This design comes from an exercise in tuning for small area on the open sky130 flow, not from production work.
Only simulation tests tie the RTL to the original design; equivalence was not proved.
Power is estimated from default activity; no workload was simulated.

File: flow/flow/run.sh
#!/bin/bash
# Own layout flow: the standard flow (standard synthesis unchanged), with
#  - the port buffers made from sky130_fd_sc_hd__buf_1 instead of the delay-cell
#    buffer that buffer_ports picks by default (every port is still buffered);
#  - a clock tree of sky130_fd_sc_hd__clkbuf_4 leaf clusters of at most 8 sinks,
#    without dummy loads.
# All tool output goes to standard_flow.log and ORFS's per-step logs under orfs/logs.
set -euo pipefail
bash standard.sh \
    "BUFFER_PORTS_ARGS=-buffer_cell sky130_fd_sc_hd__buf_1" \
    "CTS_ARGS=-sink_clustering_enable -repair_clock_nets -buf_list sky130_fd_sc_hd__clkbuf_4 -sink_clustering_size 8 -sink_clustering_max_diameter 50 -dont_use_dummy_load" \
    finish > standard_flow.log 2>&1
File: flow/standard.sh
#!/bin/bash
# synth_recipe.tcl (not shown) runs the flow's synth.tcl, then flattens the netlist and writes it again
# the make line also repeats each setting of config.mk as NAME=value (left out here)
make -C /OpenROAD-flow-scripts/flow DESIGN_CONFIG=/design/flow/config.mk WORK_HOME=/design/flow/orfs CLKGATE_MAP_FILE= SYNTH_SCRIPT=/design/flow/synth_recipe.tcl "${@:-finish}"
File: flow/config.mk
export PLATFORM = sky130hd
export DESIGN_NAME = alu_operand_issue
export DESIGN_NICKNAME = alu_operand_issue
export VERILOG_FILES = /design/flow/design.v
export SDC_FILE = /design/flow/constraint.sdc
export NUM_CORES = 4
export LEC_CHECK = 0
export CAP_MARGIN = 20
export CORE_MARGIN = 2
export CORE_UTILIZATION = 70
export CTS_BUF_LIST = sky130_fd_sc_hd__clkbuf_8
export CTS_CLUSTER_DIAMETER = 60
export CTS_CLUSTER_SIZE = 12
export SLEW_MARGIN = 20
export SYNTH_HIERARCHICAL = 1
export SYNTH_MINIMUM_KEEP_SIZE = 0
File: flow/constraint.sdc
create_clock -name core_clock -period 5.5 [get_ports {clk}]
set_input_delay 1.1000 -clock core_clock [delete_from_list [all_inputs] [get_ports {clk}]]
set_output_delay 1.1000 -clock core_clock [all_outputs]
set_load 0.01 [all_outputs]
File: flow/design.v
package alu_pkg;
    localparam int ALU_DATA_W = 32;
    localparam int ALU_REG_AW = 5;
    typedef enum logic [3:0] {
        OP_ADD   = 4'd0,
        OP_SUB   = 4'd1,
        OP_AND   = 4'd2,
        OP_OR    = 4'd3,
        OP_SLL   = 4'd4,
        OP_SRL   = 4'd5,
        OP_XNOR  = 4'd6,
        OP_EQ    = 4'd7,
        OP_LT    = 4'd8,
        OP_GT    = 4'd9,
        OP_XOR   = 4'd10,
        OP_SLLEQ = 4'd11,
        OP_BEQ8  = 4'd12,
        OP_RSB   = 4'd13,
        OP_NOT   = 4'd14
    } alu_op_e;
endpackage
module rf_ao22 (
    input  logic a1, a2, b1, b2,
    output logic y
);
    assign y = (a1 & a2) | (b1 & b2);
endmodule
module rf_aoi222 (
    input  logic a1, a2, b1, b2, c1, c2,
    output logic y
);
    assign y = ~((a1 & a2) | (b1 & b2) | (c1 & c2));
endmodule
module rf_aoi22 (
    input  logic a1, a2, b1, b2,
    output logic y
);
    assign y = ~((a1 & a2) | (b1 & b2));
endmodule
module rf_nand2 (
    input  logic a, b,
    output logic y
);
    assign y = ~(a & b);
endmodule
module rf_nand #(
    parameter int N = 4
) (
    input  logic [N-1:0] a,
    output logic         y
);
    assign y = ~&a;
endmodule
module rf_or #(
    parameter int N = 3
) (
    input  logic [N-1:0] a,
    output logic         y
);
    assign y = |a;
endmodule
module rf_sel_or #(
    parameter int NP = 33
) (
    input  logic [NP-1:0] s,
    input  logic [NP-1:0] d,
    output logic          y
);
    localparam int NG = (NP + 2) / 3;      
    localparam int NN = (NG + 3) / 4;      
    logic [NG-1:0] g;
    logic [NN-1:0] n;
    for (genvar k = 0; k < NG; k++) begin : g_l1
        if (3 * k + 2 < NP) begin : g_3
            rf_aoi222 u (.a1(s[3*k]), .a2(d[3*k]), .b1(s[3*k+1]), .b2(d[3*k+1]),
                         .c1(s[3*k+2]), .c2(d[3*k+2]), .y(g[k]));
        end else if (3 * k + 1 < NP) begin : g_2
            rf_aoi22 u (.a1(s[3*k]), .a2(d[3*k]), .b1(s[3*k+1]), .b2(d[3*k+1]), .y(g[k]));
        end else begin : g_1
            rf_nand2 u (.a(s[3*k]), .b(d[3*k]), .y(g[k]));
        end
    end
    for (genvar j = 0; j < NN; j++) begin : g_l2
        localparam int LO = 4 * j;
        localparam int HI = (4 * j + 3 < NG) ? 4 * j + 3 : NG - 1;
        rf_nand #(.N(HI - LO + 1)) u (.a(g[HI:LO]), .y(n[j]));
    end
    rf_or #(.N(NN)) u_or (.a(n), .y(y));
endmodule
module rf_and3 (
    input  logic a, b, c,
    output logic y
);
    assign y = a & b & c;
endmodule
module rf_or2 (
    input  logic a, b,
    output logic y
);
    assign y = a | b;
endmodule
module rf_inv (
    input  logic a,
    output logic y
);
    assign y = ~a;
endmodule
module rf_sel_or2 #(
    parameter int NP = 4
) (
    input  logic [NP-1:0] s,
    input  logic [NP-1:0] d,
    output logic          y
);
    logic [NP/2-1:0] g;
    for (genvar k = 0; k < NP / 2; k++) begin : g_l1
        rf_aoi22 u (.a1(s[2*k]), .a2(d[2*k]), .b1(s[2*k+1]), .b2(d[2*k+1]), .y(g[k]));
    end
    rf_nand #(.N(NP / 2)) u_n (.a(g), .y(y));
endmodule
module alu_operand_issue #(
    parameter int DATA_W = alu_pkg::ALU_DATA_W,
    parameter int REG_AW = alu_pkg::ALU_REG_AW
) (
    input  logic              clk,
    input  logic              rst_n,
    input  logic              in_valid,
    output logic              in_ready,
    input  logic [3:0]        in_op,
    input  logic [REG_AW-1:0] in_rs1,
    input  logic [REG_AW-1:0] in_rs2,
    input  logic [REG_AW-1:0] in_rd,
    input  logic              in_use_imm,
    input  logic [DATA_W-1:0] in_imm,
    input  logic [4:0]        in_shift,
    output logic              out_valid,
    input  logic              out_ready,
    output logic [DATA_W-1:0] out_a,
    output logic [DATA_W-1:0] out_b,
    output logic [3:0]        out_op,
    output logic [4:0]        out_shift,
    output logic [REG_AW-1:0] out_rd,
    input  logic              wb_en,
    input  logic [REG_AW-1:0] wb_addr,
    input  logic [DATA_W-1:0] wb_data
);
    localparam int NREG = 1 << REG_AW;
    localparam int NR   = NREG - 1;        
    logic [DATA_W-1:0] mem [1:NREG-1];
    logic [DATA_W-1:0] mem_d [1:NREG-1];
    logic [NREG-1:1]   vld;
    logic [NREG-1:1]   pend;
    logic [NREG-1:1]   wsel, wsel_n;
    logic [NREG-1:1]   sel_a, sel_b;
    logic [3:0]        lo1, lo2, lod, low;
    logic [7:0]        hi1, hi2, hid, hiw;
    logic [7:0]        pm1, pm2, pmd;
    logic              hit1, hit2;
    logic              busy_rs1, busy_rs2, pend_rd;
    logic              hazard, load, hold, issue, ga, gb;
    logic              fwd_a, fwd_b, imm_b;
    logic [DATA_W-1:0] a_d, b_d;
    always_comb begin
        for (int k = 0; k < 4; k++) begin
            lo1[k] = (in_rs1[1:0] == 2'(k));
            lo2[k] = (in_rs2[1:0] == 2'(k));
            lod[k] = (in_rd[1:0] == 2'(k));
            low[k] = (wb_addr[1:0] == 2'(k)) && wb_en;
        end
        for (int m = 0; m < 8; m++) begin
            hi1[m] = (in_rs1[4:2] == 3'(m));
            hi2[m] = (in_rs2[4:2] == 3'(m));
            hid[m] = (in_rd[4:2] == 3'(m));
            hiw[m] = (wb_addr[4:2] == 3'(m));
        end
    end
    logic [3:0] pl [8];
    always_comb begin
        for (int m = 0; m < 8; m++)
            for (int k = 0; k < 4; k++)
                pl[m][k] = (4 * m + k == 0) ? 1'b0 : pend[(4*m+k == 0) ? 1 : 4*m+k];
    end
    for (genvar m = 0; m < 8; m++) begin : g_pm
        rf_sel_or2 #(.NP(4)) u_p1 (.s(lo1), .d(pl[m]), .y(pm1[m]));
        rf_sel_or2 #(.NP(4)) u_p2 (.s(lo2), .d(pl[m]), .y(pm2[m]));
        rf_sel_or2 #(.NP(4)) u_pd (.s(lod), .d(pl[m]), .y(pmd[m]));
    end
    logic pb1, pb2, pbd;
    rf_sel_or2 #(.NP(8)) u_pb1 (.s(hi1), .d(pm1), .y(pb1));
    rf_sel_or2 #(.NP(8)) u_pb2 (.s(hi2), .d(pm2), .y(pb2));
    rf_sel_or2 #(.NP(8)) u_pbd (.s(hid), .d(pmd), .y(pbd));
    always_comb begin
        hit1     = wb_en && (wb_addr == in_rs1) && (in_rs1 != '0);
        hit2     = wb_en && (wb_addr == in_rs2) && (in_rs2 != '0);
        busy_rs1 = pb1 && !hit1;
        busy_rs2 = pb2 && !hit2;
        pend_rd  = pbd;
        load     = !out_valid || out_ready;
        hold     = !load;
        hazard   = busy_rs1 || (!in_use_imm && busy_rs2) || pend_rd;
        in_ready = rst_n && load && !hazard;
        issue    = in_valid && in_ready;
    end
    logic [3:0]      lo1g, lo2g, lodi;
    logic [NREG-1:1] vld_d, pend_d;
    always_comb begin
        ga    = load && !hit1;
        gb    = load && !hit2 && !in_use_imm;
        lo1g  = lo1 & {4{ga}};
        lo2g  = lo2 & {4{gb}};
        lodi  = lod & {4{issue}};
        fwd_a = load && hit1;
        fwd_b = load && hit2 && !in_use_imm;
        imm_b = load && in_use_imm;
    end
    for (genvar i = 1; i < NREG; i++) begin : g_rowl
        rf_nand2 u_wn (.a(low[i%4]), .b(hiw[i/4]), .y(wsel_n[i]));
        rf_inv   u_w  (.a(wsel_n[i]), .y(wsel[i]));
        rf_and3  u_sa (.a(lo1g[i%4]), .b(hi1[i/4]), .c(vld[i]), .y(sel_a[i]));
        rf_and3  u_sb (.a(lo2g[i%4]), .b(hi2[i/4]), .c(vld[i]), .y(sel_b[i]));
        rf_or2   u_v  (.a(vld[i]), .b(wsel[i]), .y(vld_d[i]));
        rf_ao22  u_p  (.a1(pend[i]), .a2(wsel_n[i]), .b1(lodi[i%4]), .b2(hid[i/4]),
                       .y(pend_d[i]));
    end
    for (genvar b = 0; b < DATA_W; b++) begin : g_bit
        logic [NR-1:0] col;
        for (genvar i = 1; i < NREG; i++) begin : g_col
            assign col[i-1] = mem[i][b];
            rf_ao22 u_w (.a1(mem[i][b]), .a2(wsel_n[i]), .b1(wsel[i]), .b2(wb_data[b]),
                         .y(mem_d[i][b]));
        end
        rf_sel_or #(.NP(NR + 2)) u_ra (
            .s ({hold, fwd_a, sel_a}),
            .d ({out_a[b], wb_data[b], col}),
            .y (a_d[b])
        );
        rf_sel_or #(.NP(NR + 3)) u_rb (
            .s ({hold, imm_b, fwd_b, sel_b}),
            .d ({out_b[b], in_imm[b], wb_data[b], col}),
            .y (b_d[b])
        );
    end
    logic [13:0] side_q, side_in, side_d;
    assign side_q  = {out_rd, out_shift, out_op};
    assign side_in = {in_rd, in_shift, in_op};
    for (genvar j = 0; j < 14; j++) begin : g_side
        rf_ao22 u_s (.a1(side_q[j]), .a2(hold), .b1(load), .b2(side_in[j]), .y(side_d[j]));
    end
    for (genvar i = 1; i < NREG; i++) begin : g_row
        always_ff @(posedge clk) mem[i] <= mem_d[i];
    end
    always_ff @(posedge clk or negedge rst_n) begin
        if (!rst_n) vld <= '0;
        else        vld <= vld_d;
    end
    always_ff @(posedge clk or negedge rst_n) begin
        if (!rst_n) pend <= '0;
        else        pend <= pend_d;
    end
    always_ff @(posedge clk or negedge rst_n) begin
        if (!rst_n)    out_valid <= 1'b0;
        else if (load) out_valid <= issue;
    end
    always_ff @(posedge clk) begin
        out_a <= a_d;
        out_b <= b_d;
        out_op    <= side_d[3:0];
        out_shift <= side_d[8:4];
        out_rd    <= side_d[13:9];
    end
endmodule
==> results.txt <==
## where the power goes
part / internal (mW) / total [mW] / switching, mW
Sequential: 9.84 / 11.3 / 1.48
Combinational: 1.56 / 2.73 / 1.17
Clock: 1.33 / 4.10 / 2.77
Total: 12.7 / 18.1 / 5.42
## area by class of cell
type                       instances  area [µm²]
antenna                           10       25.02
timing repair buffer             386        2499
fill                            3975       13440
clock buffer                     160        1201
sequential                      1133       23000
inverter                          32       123.9
tap                              790       988.4
multi-input combinational       2339       20090
## per-module statistics from Yosys, one instance, submodules excluded, excerpt
module             flops+latches  times used  cells
alu_operand_issue           1133           1   1241
rf_ao22                        0        1037      1
rf_or2                         0          31      1
rf_and3                        0          62      1
rf_nand2                       0          63      1
rf_inv                         0          31      1
## critical path: cells and delay by family
kind,cells,cell delay (ns)
simple gates,3,1.39
buf+inv,2,0.41
compound gates,2,0.52
## layout by cell type, fill, tap and decap left out, drive strengths merged, types with 15 or more instances in the layout
cell type	n
dfxtp	1070
nand2	95
a222oi	704
nand4	165
a22o	1037
buf	378
or3	64
a22oi	60
dfrtp	63
nor3b	15
nand3	32
clkbuf	167
inv	31
or2	31
and3	67
## synth_stat cells
cell type	count	area, µm²
nor3_1	7	35.03
buf_4	1	7.510
nor4_1	1	6.260
nor3b_1	15	112.6
buf_6	1	11.26
and2_1	5	31.28
xor2_2	1	16.27
inv_1	32	120.1
nor4b_1	4	35.03
nand2b_1	3	18.77
nand2_1	95	356.6
xnor2_1	6	52.55
xor2_1	3	26.28
nand4_1	165	1032
dfrtp_1	63	1577
o31ai_1	2	15.01
nand3_1	32	160.2
nor2b_1	10	62.56
a41o_1	1	10.01
or3_1	64	400.4
conb_1	1	3.750
a22oi_2	60	750.7
buf_2	7	35.03
clkbuf_1	1	3.750
dfxtp_1	1070	21420
nand4b_1	1	8.760
nor2_1	10	37.54
a22o_1	1037	9082
o31a_1	1	8.760
a41oi_4	1	27.53
or2_1	31	193.9
a222oi_1	704	7047
and3_1	67	419.2
and3b_1	8	70.07
nor4_4	1	21.27
nand3b_1	1	7.510
## worst paths after layout
path | startpoint | to | slack, ns | cells past startpoint
hold reg to reg | out_shift[3] | out_shift[3] | 0.49 | 1
max in group asynchronous | rst_n | vld[5] | 3.91 | 3
hold / removal | in_shift[3] | out_shift[3] | 0.23 | 2
setup reg to reg | out_valid | out_b[25] | 1.55 | 9
setup / recovery | in_rs1[2] | in_ready | 0.98 | 7
min in group asynchronous | rst_n | vld[21] | 0.47 | 2
## registers in the layout (all words and copies together) (netlist names)
register   flops
pend          31
out_valid      1
out_rd         5
out_b         32
out_a         32
vld           31
mem          992
out_shift      5
out_op         4
## per-stage QoR
| step | instances | area, µm² | worst slack, ns | hold slack, ns | power (mW) |
|---|---|---|---|---|---|
| 2_1_floorplan | 3514 | 43240 | 0.7590 | 0.4394 | 12.79 |
| 3_3_place_gp | 4678 | 46660 | 0.4119 | 0.4540 | 13.72 |
| 3_5_place_dp | 4679 | 46680 | 0.3391 | 0.4638 | 13.98 |
| 4_1_cts | 4840 | 47890 | 1.077 | 0.2211 | 17.83 |
| 5_1_grt | 4845 | 47910 | 0.9628 | 0.2067 | 18.63 |
| 6_report | 4850 | 47930 | 0.9768 | 0.2252 | 18.15 |
## logic make-up (layout without fill, tap and decap cells)
family	after synthesis	count (layout)	share of synthesized area
AO/OA/AOI/OAI	1806	1806	0.3919
XOR/XNOR	10	10	0.002200
buffers and inverters	42	578	0.004110
flip-flops	1133	1133	0.5320
other	1	13	0.00008676
AND/OR/NAND/NOR	520	520	0.06962
## routing by layer
metal / track usage / share of wire / up-vias
li1: - / - / 17261
met1: 0.7062 / 0.30 / 21056
met2: 0.7823 / 0.37 / 5754
met3: 0.2783 / 0.20 / 1841
met4: 0.5094 / 0.12 / 16
met5: 0.006178 / 0.00052 / -
## repair_timing
action	CTS	global route
hold buffers	1	0
hold endpoints to repair	9	0
resized for setup	0	0
==> impl_metrics.ini <==
[timing]
grt_setup_unrepaired = no
hold_violations = 0
fin_skew_ns = 0.08511
fmax_mhz = 221.1
maxSlewHeadroom = 0.1174
worst_slew_pin_slew_ns = 1.321
slew_violations = 0
min_period_over_period = 0.8224
setup_viol = 0
tns_ns = 0
fin_crit_ns = 4.523

[grt]
grt_overflow = 0
grtUsageTotal = 0.5881
antenna_found_initial = 16
grt_first_pass_wirelength_mm = 281.5
first_global_vias = 44624
grt_max_degree = 64

[die]
die_w_um = 252.5
initial_core_util = 0.7043
core-area_mm2 = 0.06137
dieHeight_um = 252.5
rows = 91
die_area_mm2 = 0.06375
ios = 179

[route]
drc = 0
drt_iter0_markers = 14490
routed_wl_mm = 195.0
vias_per_cell = 9.470
dr.pass1.iters = 22
ant_nets = 0
wl_per_cell_um = 40.21
vias = 45928

[logic_synthesis]
synth.avg_cell_area_um2 = 12.31
syn_inst = 3512
yosysWarnings = 12
syn_area_mm2 = 0.04322
ys_seq_area_frac = 0.5320
ys_types = 36
synth-seq-cells = 1133

[job]
max-cap-violations = 0

[clocking]
cts_tree = done
htree_levels = 4
post_cts_buffers = 0
cts_made_buffers = 160
root_buffer = clkbuf_4
clock_latency_ns = 1.08
clk_pin_slew_worst_paths_ns = 0.09
cts_max_path_buffers = 3
cts_sinks = 1133

[placed_design]
gp_congestion = 1.061
port_buffers = 178
hpwlAfterDp_mm = 115.5

[critical_path]
crit_chain = buf_1 -> nor3b_1 -> a22oi_2 -> nand4_1 -> o31a_1 -> nor3_1 -> buf_1
cp-start-kind = input port
slowest_delay_ns = 1.09
timing.critical_path.mode_cell = buf_1
slowest_stage = nor3b_1
crit_fanout = 9
arrival_ns = 3.42
endpoint_kind = output port
path_class = in -> out
cp.required_ns = 4.40

[layout]
syn_to_final_growth_pct = 10.88
drive_above_1_share = 0.1099
fin_util = 0.7810
nNetsFinal = 4151

[power]
power.leakage_nw = 18.57
peakVddDrop_uv = 250.9
power_density_mw_per_mm2 = 378.7

[worst_hold_path]
min_path_type = in -> reg

[status]
outcome = timing/DRC/antenna clean

==> what the ideal ports hide <==
The results above use ideal ports. As a check the final layout listed here was re-extracted and re-timed, cells and wires unchanged. Step 1 (the two cells are an assumption about what drives the block):
set clk [get_ports {clk}]
set_driving_cell -lib_cell sky130_fd_sc_hd__clkbuf_16 $clk
set_driving_cell -lib_cell sky130_fd_sc_hd__buf_2 [delete_from_list [all_inputs] $clk]
Step 2, shift: input delay + t, output delay - t, t = (earliest + latest rising clock arrival at the registers) / 2. This alone moves slack from input paths to output paths. Three values: ideal, step 1, step 2; two values: the first two.
t (ns): 1.110
setup WS [ns]: 0.977 / 0.952 / -0.053
hold slack, ns: 0.225 / 0.182 / 0.492
clock arrival spread, ns: 0.100 / 0.100
pins driven straight from the clock port: 1
Met with ideal ports but missed after step 2: setup timing in this run. For this run, drivers alone change the setup slack by -0.025 ns; drivers and shift together by -1.030 ns.
